Background: an optimization exercise with open tools, aiming at small area, a short achievable clock period and few clock cycles per item. Do not read the settings as production practice. At most, simulation tests tie the RTL to the original design; equivalence was not proved. Power figures rest on the tool's default switching activity, not on a simulated workload.

== main ==
==> flow/design.v (excerpt) <==
module sorted_stack_count_table
#(
   parameter int CAPACITY = sst_pkg::CAPACITY_DEFAULT,
   parameter int KEY_BITS = sst_pkg::KEY_BITS_DEFAULT
) (
   input  wire logic                  clock,
   input  wire logic                  reset,
   input  wire logic                  req_valid,
   output logic                       req_ready,
   input  wire logic                  req_cmd,
   input  wire logic [sst_pkg::KEY_PORT_W-1:0] req_item_key,
   input  wire logic [sst_pkg::COUNT_W-1:0]    req_add_count,
   output logic                       rsp_valid,
   input  wire logic                  rsp_ready,
   output logic                       rsp_status,
   output logic                       rsp_found,
   output logic [sst_pkg::COUNT_W-1:0]         rsp_item_count,
   output logic [sst_pkg::TOTAL_W-1:0]         rsp_total_units,
   input  wire logic                  csr_wr_en,
   input  wire logic [sst_pkg::COUNT_W-1:0]    csr_wr_data
);
Settings: LEC_CHECK=0, ABC_CLOCK_PERIOD_IN_PS=2500, CAP_MARGIN=20, CORE_MARGIN=2, CORE_UTILIZATION=60, CTS_CLUSTER_DIAMETER=100, CTS_CLUSTER_SIZE=25, PLACE_DENSITY=0.7, SLEW_MARGIN=20; clock period 10.0 ns.
standard.sh (not shown) runs the stock make flow with config.mk's settings and CLKGATE_MAP_FILE= SYNTH_SCRIPT=/design/flow/synth_recipe.tcl, a recipe that flattens the netlist after the stock synthesis.
==> flow/flow/run.sh <==
#!/bin/bash
# The standard layout, with repair_timing asked for 7 ns of setup slack
# at the design's own clock period and constraints (constraint.sdc unchanged)
set -euo pipefail
bash standard.sh SETUP_SLACK_MARGIN=7 finish > make_finish.log 2>&1
Relative to main, the following input files were edited for the feature branch:
diff --git a/flow/design.v b/flow/design.v
--- a/flow/design.v
+++ b/flow/design.v
@@ -56,40 +56,42 @@
    output logic [sst_pkg::COUNT_W-1:0]         rsp_item_count,
    output logic [sst_pkg::TOTAL_W-1:0]         rsp_total_units,
    input  wire logic                  csr_wr_en,
    input  wire logic [sst_pkg::COUNT_W-1:0]    csr_wr_data
 );
    localparam int CW = sst_pkg::COUNT_W;
    localparam int TW = sst_pkg::TOTAL_W;
+   localparam int IW = (CAPACITY > 1) ? $clog2(CAPACITY) : 1;
+   localparam int UW = $clog2(CAPACITY + 1);
    logic [KEY_BITS-1:0] key_ff [CAPACITY];
    logic [CW-1:0]       cnt_ff [CAPACITY];
-   logic [CAPACITY-1:0] vld_ff;             
-   logic [CAPACITY-1:0] lins_ff;            
+   logic [UW-1:0]       used_ff;            
    logic [TW-1:0]       total_ff;
    logic [CW-1:0]       limit_ff;
    logic                a_v;
    logic                a_cmd;
    logic [KEY_BITS-1:0] a_key;
    logic [CW-1:0]       a_add;
    logic                p_v;
    logic                p_cmd;
    logic [KEY_BITS-1:0] p_key;
    logic [CW-1:0]       p_add;
-   logic [CAPACITY-1:0] p_match;
+   logic [IW-1:0]       p_idx;              
    logic                p_hit;
    logic [CW-1:0]       p_cnt;
    logic [CW-1:0]       p_room;             
    logic                p_big;              
    logic                p_same;
    logic                r_v, s_v;
    logic                r_status, r_found, s_status, s_found;
    logic [CW-1:0]       r_count, s_count;
    logic [TW-1:0]       r_total;
    logic                lr_found;
    logic [CW-1:0]       lr_count;
+   logic [IW-1:0]       lr_idx;             
    function automatic logic [CW-1:0] add_pp(input logic [CW-1:0] a, input logic [CW-1:0] b);
       logic [CW-1:0] p, g, gn, pn, pp;
       p  = a ^ b;
       g  = a & b;
       pp = p;
       for (int d = 1; d < CW; d = d * 2) begin
          gn = g;
@@ -151,86 +153,89 @@
          a_cmd <= req_cmd;
          a_key <= KEY_BITS'(req_item_key);
          a_add <= req_add_count;
       end
    end
    logic [CAPACITY-1:0] l_match;
    logic [CW-1:0]       l_cnt;
+   logic [IW-1:0]       l_idx;
    always_comb begin
       l_cnt = '0;
+      l_idx = '0;
       for (int i = 0; i < CAPACITY; i++) begin
-         l_match[i] = vld_ff[i] && (key_ff[i] == a_key);
+         l_match[i] = (UW'(i) < used_ff) && (key_ff[i] == a_key);
          l_cnt      = l_cnt | (l_match[i] ? cnt_ff[i] : '0);
+         l_idx      = l_idx | (l_match[i] ? IW'(i) : '0);
       end
    end
    always_ff @(posedge clock) begin
       if (a_go) begin
          p_cmd   <= a_cmd;
          p_key   <= a_key;
          p_add   <= a_add;
-         p_match <= l_match;
+         p_idx   <= l_idx;
          p_hit   <= |l_match;
          p_cnt   <= l_cnt;
          p_room  <= limit_ff - a_add;
          p_big   <= a_add > limit_ff;
          p_same  <= fire && (a_key == p_key);
       end
    end
-   logic [CAPACITY-1:0] m;
+   logic [IW-1:0]       idx;
    logic                hit;
    logic [CW-1:0]       cnt;
    logic                fits_p, fits_r, fits;
    logic [CW-1:0]       sum_p, sum_r, sum;
    logic                ok;
    logic                ins;
    logic                do_add;
-   logic [CAPACITY-1:0] free_oh;
-   logic [CAPACITY-1:0] wsel;
+   logic                full;
+   logic [IW-1:0]       widx;
    logic                res_status, res_found;
    logic [CW-1:0]       res_count;
    logic [TW-1:0]       total_nx;
    always_comb begin
-      m        = p_match | (p_same ? lins_ff : '0);
+      idx      = p_same ? lr_idx : p_idx;
       hit      = p_same ? lr_found : p_hit;
       cnt      = p_same ? lr_count : p_cnt;
       fits_p   = le_pp(p_cnt, p_room);
       fits_r   = le_pp(lr_count, p_room);
       fits     = (p_same && fits_r) || (!p_same && fits_p);
       sum_p    = add_pp(p_cnt, p_add);
       sum_r    = add_pp(lr_count, p_add);
       sum      = ({CW{p_same}} & sum_r) | ({CW{!p_same}} & sum_p);
       ins      = (p_cmd == sst_pkg::CMD_INSERT);
-      ok       = !p_big && fits && (hit || !vld_ff[CAPACITY-1]);
+      full     = used_ff == UW'(CAPACITY);
+      ok       = !p_big && fits && (hit || !full);
       do_add   = fire && ins && ok;
-      free_oh  = ~vld_ff & {vld_ff[CAPACITY-2:0], 1'b1};
-      wsel     = hit ? m : free_oh;
+      widx     = hit ? idx : IW'(used_ff);
       res_status = (ins && !ok) ? sst_pkg::STATUS_NOSPACE : sst_pkg::STATUS_OK;
       res_found  = hit || (ins && ok);
       res_count  = (ins && ok) ? sum : cnt;
       total_nx   = do_add ? total_ff + TW'(p_add) : total_ff;
    end
    always_ff @(posedge clock) begin
       for (int i = 0; i < CAPACITY; i++) begin
-         if (fire && wsel[i]) begin
+         if (fire && (hit || !full) && widx == IW'(i)) begin
             key_ff[i] <= p_key;
             cnt_ff[i] <= res_count;
          end
       end
       if (fire) begin
-         lins_ff  <= (do_add && !hit) ? free_oh : '0;
+         lr_idx   <= widx;
          lr_found <= res_found;
          lr_count <= res_count;
       end
       if (reset) begin
-         vld_ff   <= '0;
+         used_ff  <= '0;
          total_ff <= '0;
          limit_ff <= sst_pkg::LIMIT_RESET;
       end else begin
          if (do_add && !hit) begin
-            vld_ff <= {vld_ff[CAPACITY-2:0], 1'b1};
+            used_ff <= used_ff + UW'(1);
          end
          total_ff <= total_nx;
          if (csr_wr_en) begin
             limit_ff <= csr_wr_data;
          end
       end
    end
--- outcome ---
The feature branch went all the way through synthesis, placement and routing and the layout is clean on timing, DRC and antenna.
Comparing main and the feature branch, the lower share of layout cells above drive strength 1 was measured on the feature branch.
Overall routing resource usage, main and the feature branch: larger value in main
As far as clock latency reported for the late side of the worst-skew pair is concerned, main and the feature branch perform about the same.
Via count (the feature branch over main): decrease, 4.8%
Across both runs, worst setup slack was higher for the feature branch than for main.
The feature branch vs main: ratio of total power to cell area down slightly
The total power of the feature branch is lower than that of main.
The feature branch has total routed wirelength below what main had.
Testbench counts of the feature branch, summed over its fixed seeds: cycles 4,288, requests 4,096.
No functional check of the RTL was part of main.

* * *

RTL: one of the versions met above, not the one the previous note started from.
Size in the first run: about 2100 cells after synthesis, ~740 flip-flops, roughly 0.031 mm² of cells after synthesis.
==> flow/config.mk <==
export PLATFORM = sky130hd
export DESIGN_NAME = sorted_stack_count_table
export DESIGN_NICKNAME = sorted_stack_count_table
export VERILOG_FILES = /design/flow/design.v
export SDC_FILE = /design/flow/constraint.sdc
export NUM_CORES = 4
export LEC_CHECK = 0
export ABC_CLOCK_PERIOD_IN_PS = 2500
export CAP_MARGIN = 20
export CORE_MARGIN = 2
export CORE_UTILIZATION = 60
export CTS_CLUSTER_DIAMETER = 100
export CTS_CLUSTER_SIZE = 25
export PLACE_DENSITY = 0.7
export SLEW_MARGIN = 20
export TNS_END_PERCENT = 10
==> flow/constraint.sdc <==
create_clock -name core_clock -period 10.0 [get_ports {clock}]
set_input_delay 2.0000 -clock core_clock [delete_from_list [all_inputs] [get_ports {clock}]]
set_output_delay 2.0000 -clock core_clock [all_outputs]
set_load 0.01 [all_outputs]
==> flow/flow/run.sh <==
#!/bin/bash
# The standard layout at the design's own clock period and constraints
# (constraint.sdc unchanged), with two changes to how it is made:
#  - repair_timing is asked for 7 ns of setup slack
#  - every port still gets a buffer, but a plain sky130 buffer instead of the
#    delay-cell buffer buffer_ports picks by default
set -euo pipefail
bash standard.sh SETUP_SLACK_MARGIN=7 "BUFFER_PORTS_ARGS=-buffer_cell sky130_fd_sc_hd__buf_2" finish > make_finish.log 2>&1
Testbench counts at the start, summed over its fixed seeds: cycles 4,288, requests 4,096.
Next try:
--- a/flow/design.v
+++ b/flow/design.v
@@ -178,36 +178,32 @@
          p_room  <= limit_ff - a_add;
          p_big   <= a_add > limit_ff;
          p_same  <= fire && (a_key == p_key);
       end
    end
    logic [IW-1:0]       idx;
    logic                hit;
    logic [CW-1:0]       cnt;
-   logic                fits_p, fits_r, fits;
-   logic [CW-1:0]       sum_p, sum_r, sum;
+   logic                fits;
+   logic [CW-1:0]       sum;
    logic                ok;
    logic                ins;
    logic                do_add;
    logic                full;
    logic [IW-1:0]       widx;
    logic                res_status, res_found;
    logic [CW-1:0]       res_count;
    logic [TW-1:0]       total_nx;
    always_comb begin
       idx      = p_same ? lr_idx : p_idx;
       hit      = p_same ? lr_found : p_hit;
       cnt      = p_same ? lr_count : p_cnt;
-      fits_p   = le_pp(p_cnt, p_room);
-      fits_r   = le_pp(lr_count, p_room);
-      fits     = (p_same && fits_r) || (!p_same && fits_p);
-      sum_p    = add_pp(p_cnt, p_add);
-      sum_r    = add_pp(lr_count, p_add);
-      sum      = ({CW{p_same}} & sum_r) | ({CW{!p_same}} & sum_p);
+      fits     = le_pp(cnt, p_room);
+      sum      = add_pp(cnt, p_add);
       ins      = (p_cmd == sst_pkg::CMD_INSERT);
       full     = used_ff == UW'(CAPACITY);
       ok       = !p_big && fits && (hit || !full);
       do_add   = fire && ins && ok;
       widx     = hit ? idx : IW'(used_ff);
       res_status = (ins && !ok) ? sst_pkg::STATUS_NOSPACE : sst_pkg::STATUS_OK;
       res_found  = hit || (ins && ok);
       res_count  = (ins && ok) ? sum : cnt;
What happened: Synthesized area shrinks by 3.1%; final cell count shrinks by 3.4%; total power shrinks by 1.6%; synthesized cell count shrinks by 5.6%; die area shrinks by 3.1%; setup slack got worse by 0.28 ns; routed wire length grows by 3.8%; via count shrinks by 2.1%; register-to-register slack got worse by 0.28 ns; first-iteration DRC count shrinks by 3.2%; cell area shrinks by 1.3%; worst hold slack improved by 0.040 ns; clock power shrinks by about 4%; sequential share of layout area grows by 0.82 points.
No functional check of the RTL was part of the second run of this note.

## afterwards: timing with drivers on the ports
Ports are ideal in the flow. The routed layouts listed here were re-timed in OpenROAD. Step 1 (the two cells are an assumption about what drives the block):
set clk [get_ports {clock}]
set_driving_cell -lib_cell sky130_fd_sc_hd__clkbuf_16 $clk
set_driving_cell -lib_cell sky130_fd_sc_hd__buf_2 [delete_from_list [all_inputs] $clk]
Step 2 moves the port delays by t, midway between the first and last clock arrival at a register: inputs arrive t later, outputs are due t later. That takes back most of the time a late clock gives input paths. Three values: ideal, step 1, step 2; two values: the first two.
run	t (ns)	setup slack, ns	worst hold slack (ns)	worst setup path after step 2
main	0.647	6.639 / 6.639 / 6.475	0.450 / 0.450 / 0.450	input to register
the feature branch	0.641	6.741 / 6.682 / 6.443	0.437 / 0.437 / 0.437	input to register
the first run of note 2	0.644	6.703 / 6.684 / 6.703	0.415 / 0.415 / 0.415	register to register
the second run of note 2	0.640	6.423 / 6.423 / 6.423	0.455 / 0.455 / 0.455	register to register
After both steps every run listed still meets setup and hold. For the feature branch, which loses most, drivers alone change the setup slack by -0.059 ns; drivers and shift together by -0.298 ns.
